Source: an optimization exercise on an open RTL-to-GDS flow (aim: a short achievable clock period and few clock cycles). Production flows keep margins and buffers that such runs may drop.
The RTL was checked by simulation tests, not by an equivalence proof against the original design.

==> inputs of yarrow <==
==> flow/design.v <==
`default_nettype none
package busPkg;
  localparam int ApbAddrWidth = 8;    
  typedef enum logic [1:0] {
    RegionCtrl   = 2'b00,
    RegionReg    = 2'b01,
    RegionImemLo = 2'b10,
    RegionImemHi = 2'b11
  } regionT;
  localparam logic [ApbAddrWidth-1:0] CtrlAddr = 8'h00;   
  localparam logic [ApbAddrWidth-1:0] PcAddr = 8'h01;
  typedef enum logic [1:0] {
    StIdle,
    StFetch,
    StExecute,
    StHalted
  } stateT;
endpackage
`default_nettype wire
`default_nettype none
package isaPkg;
  localparam int DataWidth = 16;    
  localparam int RegAddrWidth = 4;
  typedef enum logic [3:0] {
    OpAdd    = 4'b0000,
    OpSub    = 4'b0001,
    OpRed    = 4'b0010,
    OpXor    = 4'b0011,
    OpSll    = 4'b0100,
    OpSra    = 4'b0101,
    OpRor    = 4'b0110,
    OpPaddsb = 4'b0111,
    OpLw     = 4'b1000,
    OpSw     = 4'b1001,
    OpLhb    = 4'b1010,
    OpLlb    = 4'b1011,
    OpB      = 4'b1100,
    OpBr     = 4'b1101,
    OpPcs    = 4'b1110,
    OpHlt    = 4'b1111
  } opcodeT;
  typedef enum logic [2:0] {
    CondNe     = 3'b000,
    CondEq     = 3'b001,
    CondGt     = 3'b010,
    CondLt     = 3'b011,
    CondGte    = 3'b100,
    CondLte    = 3'b101,
    CondOv     = 3'b110,
    CondUncond = 3'b111
  } condT;
  localparam int FlagN = 2;
  localparam int FlagV = 1;
  localparam int FlagZ = 0;
endpackage
`default_nettype wire
`timescale 1ns/100ps
`default_nettype none
module instrMem #(
  parameter int ImemDepth = 64
) (
  input  logic                         clk,
  input  logic                         wrEn,
  input  logic [$clog2(ImemDepth)-1:0] wrIndex,
  input  logic [isaPkg::DataWidth-1:0] wrData,
  input  logic                         rdEn,
  input  logic [$clog2(ImemDepth)-1:0] rdIndex,
  output logic [isaPkg::DataWidth-1:0] instr
);
  logic [isaPkg::DataWidth-1:0] mem [ImemDepth];
  always_ff @(posedge clk) begin
    if (wrEn) begin
      mem[wrIndex] <= wrData;
    end
  end
  always_ff @(posedge clk) begin
    if (rdEn) begin
      instr <= mem[rdIndex];
    end
  end
endmodule
`default_nettype wire
`timescale 1ns/100ps
`default_nettype none
module regFile (
  input  logic                            clk,
  input  logic                            rstN,
  input  logic [isaPkg::RegAddrWidth-1:0] rdAddr1,
  input  logic [isaPkg::RegAddrWidth-1:0] rdAddr2,
  output logic [isaPkg::DataWidth-1:0]    rdData1,
  output logic [isaPkg::DataWidth-1:0]    rdData2,
  input  logic                            wrEn,
  input  logic [isaPkg::RegAddrWidth-1:0] wrAddr,
  input  logic [isaPkg::DataWidth-1:0]    wrData
);
  localparam int NumRegs = 2 ** isaPkg::RegAddrWidth;
  logic [isaPkg::DataWidth-1:0] regs [1:NumRegs-1];
  always_ff @(posedge clk or negedge rstN) begin
    if (!rstN) begin
      for (int i = 1; i < NumRegs; i++) begin
        regs[i] <= '0;
      end
    end else if (wrEn && (wrAddr != '0)) begin
      regs[wrAddr] <= wrData;   
    end
  end
  assign rdData1 = (rdAddr1 == '0) ? '0 : regs[rdAddr1];
  assign rdData2 = (rdAddr2 == '0) ? '0 : regs[rdAddr2];
endmodule
`default_nettype wire
`timescale 1ns/100ps
`default_nettype none
module aluFlags (
  input  logic                         clk,
  input  logic                         rstN,
  input  logic [3:0]                   opcode,
  input  logic [isaPkg::DataWidth-1:0] operandA,
  input  logic [isaPkg::DataWidth-1:0] operandB,
  input  logic [7:0]                   imm8,
  input  logic [2:0]                   cond,
  input  logic                         update,
  input  logic                         clearFlags,
  output logic [isaPkg::DataWidth-1:0] result,
  output logic                         taken,
  output logic [2:0]                   flags
);
  localparam logic [isaPkg::DataWidth-1:0] MaxPos = {1'b0, {(isaPkg::DataWidth-1){1'b1}}};
  localparam logic [isaPkg::DataWidth-1:0] MaxNeg = {1'b1, {(isaPkg::DataWidth-1){1'b0}}};
  logic                 isSub;
  logic [isaPkg::DataWidth-1:0] addB;
  logic [isaPkg::DataWidth-1:0] rawSum;
  logic [isaPkg::DataWidth-1:0] satSum;
  logic                 overflow;
  assign isSub = (opcode == isaPkg::OpSub);
  assign addB = isSub ? ~operandB : operandB;
  assign rawSum = operandA + addB + {{(isaPkg::DataWidth-1){1'b0}}, isSub};
  assign overflow = (operandA[isaPkg::DataWidth-1] == addB[isaPkg::DataWidth-1]) &&
                    (rawSum[isaPkg::DataWidth-1] != operandA[isaPkg::DataWidth-1]);
  assign satSum = !overflow ? rawSum : (operandA[isaPkg::DataWidth-1] ? MaxNeg : MaxPos);
  always_comb begin
    case (opcode)
      isaPkg::OpAdd, isaPkg::OpSub: result = satSum;
      isaPkg::OpXor:        result = operandA ^ operandB;
      isaPkg::OpLlb:        result = {operandA[isaPkg::DataWidth-1:8], imm8};   
      isaPkg::OpLhb:        result = {imm8, operandA[7:0]};              
      default:      result = '0;
    endcase
  end
  always_ff @(posedge clk or negedge rstN) begin
    if (!rstN) begin
      flags <= '0;
    end else if (clearFlags) begin
      flags <= '0;
    end else if (update) begin
      case (opcode)
        isaPkg::OpAdd, isaPkg::OpSub: begin
          flags[isaPkg::FlagN] <= result[isaPkg::DataWidth-1];
          flags[isaPkg::FlagV] <= overflow;
          flags[isaPkg::FlagZ] <= (result == '0);
        end
        isaPkg::OpXor: flags[isaPkg::FlagZ] <= (result == '0);   
        default: ;
      endcase
    end
  end
  always_comb begin
    case (cond)
      isaPkg::CondNe:     taken = !flags[isaPkg::FlagZ];
      isaPkg::CondEq:     taken = flags[isaPkg::FlagZ];
      isaPkg::CondGt:     taken = !flags[isaPkg::FlagZ] && !flags[isaPkg::FlagN];
      isaPkg::CondLt:     taken = flags[isaPkg::FlagN];
      isaPkg::CondGte:    taken = flags[isaPkg::FlagZ] || !flags[isaPkg::FlagN];
      isaPkg::CondLte:    taken = flags[isaPkg::FlagN] || flags[isaPkg::FlagZ];
      isaPkg::CondOv:     taken = flags[isaPkg::FlagV];
      isaPkg::CondUncond: taken = 1'b1;
    endcase
  end
endmodule
`default_nettype wire
`timescale 1ns/100ps
`default_nettype none
module pcCounter (
  input  logic                         clk,
  input  logic                         rstN,
  input  logic                         step,
  input  logic                         load,
  input  logic                         clear,
  input  logic [8:0]                   offset,
  output logic [isaPkg::DataWidth-1:0] pc
);
  logic [isaPkg::DataWidth-1:0] pcPlus2;
  logic [isaPkg::DataWidth-1:0] branchDisp;
  assign pcPlus2 = pc + isaPkg::DataWidth'(2);
  assign branchDisp = {{(isaPkg::DataWidth-10){offset[8]}}, offset, 1'b0};
  always_ff @(posedge clk or negedge rstN) begin
    if (!rstN) begin
      pc <= '0;
    end else if (clear) begin
      pc <= '0;                        
    end else if (load) begin
      pc <= pcPlus2 + branchDisp;
    end else if (step) begin
      pc <= pcPlus2;
    end
  end
endmodule
`default_nettype wire
`timescale 1ns/100ps
`default_nettype none
module coreFsm #(
  parameter int ImemDepth = 64
) (
  input  logic                            clk,
  input  logic                            rstN,
  input  logic                            psel,
  input  logic                            penable,
  input  logic                            pwrite,
  input  logic [busPkg::ApbAddrWidth-1:0] paddr,
  input  logic [isaPkg::DataWidth-1:0]    pwdata,
  output logic [isaPkg::DataWidth-1:0]    prdata,
  input  logic [isaPkg::DataWidth-1:0]    instr,
  input  logic [isaPkg::DataWidth-1:0]    rdData1,
  input  logic [isaPkg::DataWidth-1:0]    pc,
  input  logic                            taken,
  output logic                            wrEn,
  output logic [$clog2(ImemDepth)-1:0]    wrIndex,
  output logic                            rdEn,
  output logic [$clog2(ImemDepth)-1:0]    rdIndex,
  output logic [isaPkg::RegAddrWidth-1:0] rdAddr1,
  output logic [isaPkg::RegAddrWidth-1:0] rdAddr2,
  output logic                            regWrEn,
  output logic [isaPkg::RegAddrWidth-1:0] wrAddr,
  output logic [3:0]                      opcode,
  output logic [2:0]                      cond,
  output logic [7:0]                      imm8,
  output logic                            update,
  output logic                            clearFlags,
  output logic                            step,
  output logic                            load,
  output logic                            clear,
  output logic [8:0]                      offset,
  output logic                            hlt
);
  localparam int IdxWidth = $clog2(ImemDepth);
  busPkg::stateT  state;
  busPkg::stateT  stateNext;
  busPkg::regionT region;
  logic   apbWrite;
  logic   apbRead;
  logic   busy;
  logic   startReq;
  logic   inExecute;
  logic   writesReg;
  assign apbWrite = psel && penable && pwrite;
  assign apbRead = psel && penable && !pwrite;
  assign region = busPkg::regionT'(paddr[busPkg::ApbAddrWidth-1 -: 2]);
  assign busy = (state == busPkg::StFetch) || (state == busPkg::StExecute);
  assign inExecute = (state == busPkg::StExecute);
  assign hlt = (state == busPkg::StHalted);
  assign startReq = apbWrite && (paddr == busPkg::CtrlAddr) && pwdata[0] && !busy;
  always_ff @(posedge clk or negedge rstN) begin
    if (!rstN) begin
      state <= busPkg::StIdle;
    end else begin
      state <= stateNext;
    end
  end
  always_comb begin
    stateNext = state;
    case (state)
      busPkg::StIdle, busPkg::StHalted: if (startReq) stateNext = busPkg::StFetch;
      busPkg::StFetch:          stateNext = busPkg::StExecute;
      busPkg::StExecute:        stateNext = (opcode == isaPkg::OpHlt) ? busPkg::StHalted : busPkg::StFetch;
    endcase
  end
  assign opcode = isaPkg::opcodeT'(instr[15:12]);
  assign cond = isaPkg::condT'(instr[11:9]);
  assign imm8 = instr[7:0];
  assign offset = instr[8:0];
  assign wrAddr = instr[11:8];
  assign rdAddr2 = instr[3:0];
  always_comb begin
    if (!busy) begin
      rdAddr1 = paddr[isaPkg::RegAddrWidth-1:0];   
    end else if (instr[15:13] == 3'b101) begin
      rdAddr1 = instr[11:8];               
    end else begin
      rdAddr1 = instr[7:4];
    end
  end
  always_comb begin
    case (opcode)
      isaPkg::OpAdd, isaPkg::OpSub, isaPkg::OpXor, isaPkg::OpLlb, isaPkg::OpLhb: writesReg = 1'b1;
      default:                           writesReg = 1'b0;   
    endcase
  end
  assign regWrEn = inExecute && writesReg;
  assign update = inExecute;
  assign load = inExecute && (opcode == isaPkg::OpB) && taken;
  assign step = inExecute && !load && (opcode != isaPkg::OpHlt);   
  assign clear = startReq;
  assign clearFlags = startReq;
  assign rdEn = (state == busPkg::StFetch);
  assign rdIndex = pc[IdxWidth:1];
  assign wrEn = apbWrite && !busy &&
                ((region == busPkg::RegionImemLo) || (region == busPkg::RegionImemHi));
  assign wrIndex = paddr[IdxWidth-1:0];
  always_comb begin
    prdata = '0;
    if (apbRead) begin
      case (region)
        busPkg::RegionCtrl: begin
          if (paddr == busPkg::CtrlAddr) begin
            prdata = {{(isaPkg::DataWidth-2){1'b0}}, hlt, busy};
          end else if (paddr == busPkg::PcAddr) begin
            prdata = pc;
          end
        end
        busPkg::RegionReg: if (!busy) prdata = rdData1;
        default: ;
      endcase
    end
  end
endmodule
`default_nettype wire
`timescale 1ns/100ps
`default_nettype none
module cpuTop #(
  parameter int ImemDepth = 64
) (
  input  logic                            clk,
  input  logic                            rstN,
  input  logic                            psel,
  input  logic                            penable,
  input  logic                            pwrite,
  input  logic [busPkg::ApbAddrWidth-1:0] paddr,
  input  logic [isaPkg::DataWidth-1:0]    pwdata,
  output logic [isaPkg::DataWidth-1:0]    prdata,
  output logic [isaPkg::DataWidth-1:0]    pc,
  output logic                            hlt
);
  localparam int IdxWidth = $clog2(ImemDepth);
  logic [isaPkg::DataWidth-1:0]    instr;
  logic [isaPkg::DataWidth-1:0]    rdData1;
  logic [isaPkg::DataWidth-1:0]    rdData2;
  logic [isaPkg::DataWidth-1:0]    result;
  logic                    taken;
  logic                    memWrEn;
  logic [IdxWidth-1:0]     memWrIndex;
  logic                    memRdEn;
  logic [IdxWidth-1:0]     memRdIndex;
  logic [isaPkg::RegAddrWidth-1:0] rdAddr1;
  logic [isaPkg::RegAddrWidth-1:0] rdAddr2;
  logic                    regWrEn;
  logic [isaPkg::RegAddrWidth-1:0] wrAddr;
  isaPkg::opcodeT                  opcode;
  isaPkg::condT                    cond;
  logic [7:0]              imm8;
  logic                    update;
  logic                    clearFlags;
  logic                    step;
  logic                    load;
  logic                    clear;
  logic [8:0]              offset;
  coreFsm #(
    .ImemDepth(ImemDepth)
  ) i_coreFsm (
    .clk       (clk),
    .rstN      (rstN),
    .psel      (psel),
    .penable   (penable),
    .pwrite    (pwrite),
    .paddr     (paddr),
    .pwdata    (pwdata),
    .prdata    (prdata),
    .instr     (instr),
    .rdData1   (rdData1),
    .pc        (pc),
    .taken     (taken),
    .wrEn      (memWrEn),
    .wrIndex   (memWrIndex),
    .rdEn      (memRdEn),
    .rdIndex   (memRdIndex),
    .rdAddr1   (rdAddr1),
    .rdAddr2   (rdAddr2),
    .regWrEn   (regWrEn),
    .wrAddr    (wrAddr),
    .opcode    (opcode),
    .cond      (cond),
    .imm8      (imm8),
    .update    (update),
    .clearFlags(clearFlags),
    .step      (step),
    .load      (load),
    .clear     (clear),
    .offset    (offset),
    .hlt       (hlt)
  );
  instrMem #(
    .ImemDepth(ImemDepth)
  ) i_instrMem (
    .clk    (clk),
    .wrEn   (memWrEn),
    .wrIndex(memWrIndex),
    .wrData (pwdata),        
    .rdEn   (memRdEn),
    .rdIndex(memRdIndex),
    .instr  (instr)
  );
  regFile i_regFile (
    .clk    (clk),
    .rstN   (rstN),
    .rdAddr1(rdAddr1),
    .rdAddr2(rdAddr2),
    .rdData1(rdData1),
    .rdData2(rdData2),
    .wrEn   (regWrEn),
    .wrAddr (wrAddr),
    .wrData (result)
  );
  aluFlags i_aluFlags (
    .clk       (clk),
    .rstN      (rstN),
    .opcode    (opcode),
    .operandA  (rdData1),
    .operandB  (rdData2),
    .imm8      (imm8),
    .cond      (cond),
    .update    (update),
    .clearFlags(clearFlags),
    .result    (result),
    .taken     (taken),
    .flags     ()
  );
  pcCounter i_pcCounter (
    .clk   (clk),
    .rstN  (rstN),
    .step  (step),
    .load  (load),
    .clear (clear),
    .offset(offset),
    .pc    (pc)
  );
endmodule
`default_nettype wire
==> flow/run.sh <==
#!/bin/bash
# synth_recipe.tcl (not shown) runs the flow's synth.tcl, then flattens the netlist and writes it again
# the make line also repeats each setting of config.mk as NAME=value (left out here)
make -C /OpenROAD-flow-scripts/flow DESIGN_CONFIG=/design/flow/config.mk WORK_HOME=/design/flow/orfs CLKGATE_MAP_FILE= SYNTH_SCRIPT=/design/flow/synth_recipe.tcl finish
==> flow/config.mk <==
export PLATFORM = sky130hd
export DESIGN_NAME = cpuTop
export DESIGN_NICKNAME = cpuTop
export VERILOG_FILES = /design/flow/design.v
export SDC_FILE = /design/flow/constraint.sdc
export NUM_CORES = 4
export LEC_CHECK = 0
export CAP_MARGIN = 20
export CORE_MARGIN = 2
export CORE_UTILIZATION = 40
export SETUP_SLACK_MARGIN = 5
export SLEW_MARGIN = 20
==> flow/constraint.sdc <==
create_clock -name core_clock -period 10.0 [get_ports {clk}]
set_input_delay 2.0000 -clock core_clock [delete_from_list [all_inputs] [get_ports {clk}]]
set_output_delay 2.0000 -clock core_clock [all_outputs]
set_load 0.01 [all_outputs]
==> inputs of lagoon, as changes to yarrow <==
Settings changed: SETUP_SLACK_MARGIN 5 to not set.
==> run notes <==
metric                                                                  lagoon                yarrow
RSZ-0062 raised after global routing                                        no                   yes
Iteration-0 DRC count of the detailed router                              4792                  5423
Critical R2R Launch                                         i_coreFsm.state[0]  i_instrMem.instr[14]
Fillers                                                                  12595                 12181
Number of setup buffers added after CTS                                      0                   194
Global placer's final weighted congestion                                1.031                0.9632
Clock skew                                                          0.04579 ns            0.04599 ns
Capture instance of the worst register-to-register path  i_regFile.regs[14][5]  i_regFile.regs[1][2]
Worst slack after detailed placement                                  1.369 ns              1.029 ns
Post-route cell area                                                 65190 µm²             70230 µm²
CP Data Arrival Time                                                   6.32 ns               4.43 ns
Signal buffers share of area                                            2.839%                6.647%
Result of the run                                     timing/DRC/antenna clean  timing/DRC/antenna clean
Post-placement cell area                                             60580 µm²             60680 µm²
DRT Wirelength                                                       175500 µm             187600 µm
Max layer used                                                            met5                  met4
Launch point of the critical path                                     paddr[1]              paddr[0]
Testbench counts of yarrow, summed over its fixed seeds: cycles 83,688.
Testbench counts of lagoon, summed over its fixed seeds: cycles 83,688.

[afterwards: timing with drivers on the ports]
In the flow no input, the clock included, has a driving cell. The finished layouts below were timed again as built, in two steps.
Step 1 sets driving cells, clkbuf_16 on the clock port and buf_2 on the other inputs (assumed; they add their load-dependent delay and slew).
Step 2 times the ports against the registers' clock, not the clock port: input delays grow and output delays shrink by t, the midpoint of the rising clock arrivals with the driver on.
Three values: no drivers, after step 1, after step 2; two values: the first two.
run	t (ns)	setup WS [ns]	slew at the worst register clock pin (ns)	worst data-port slew with drivers (ns)
yarrow	0.839	3.567 / 3.424 / 2.729	0.06 / 0.06	0.21
lagoon	0.829	1.683 / 1.510 / 0.932	0.06 / 0.06	0.18
After both steps setup and hold are still met in every run listed. The setup slack of yarrow, which loses most, moves by -0.143 ns with the drivers and by -0.838 ns with both steps.
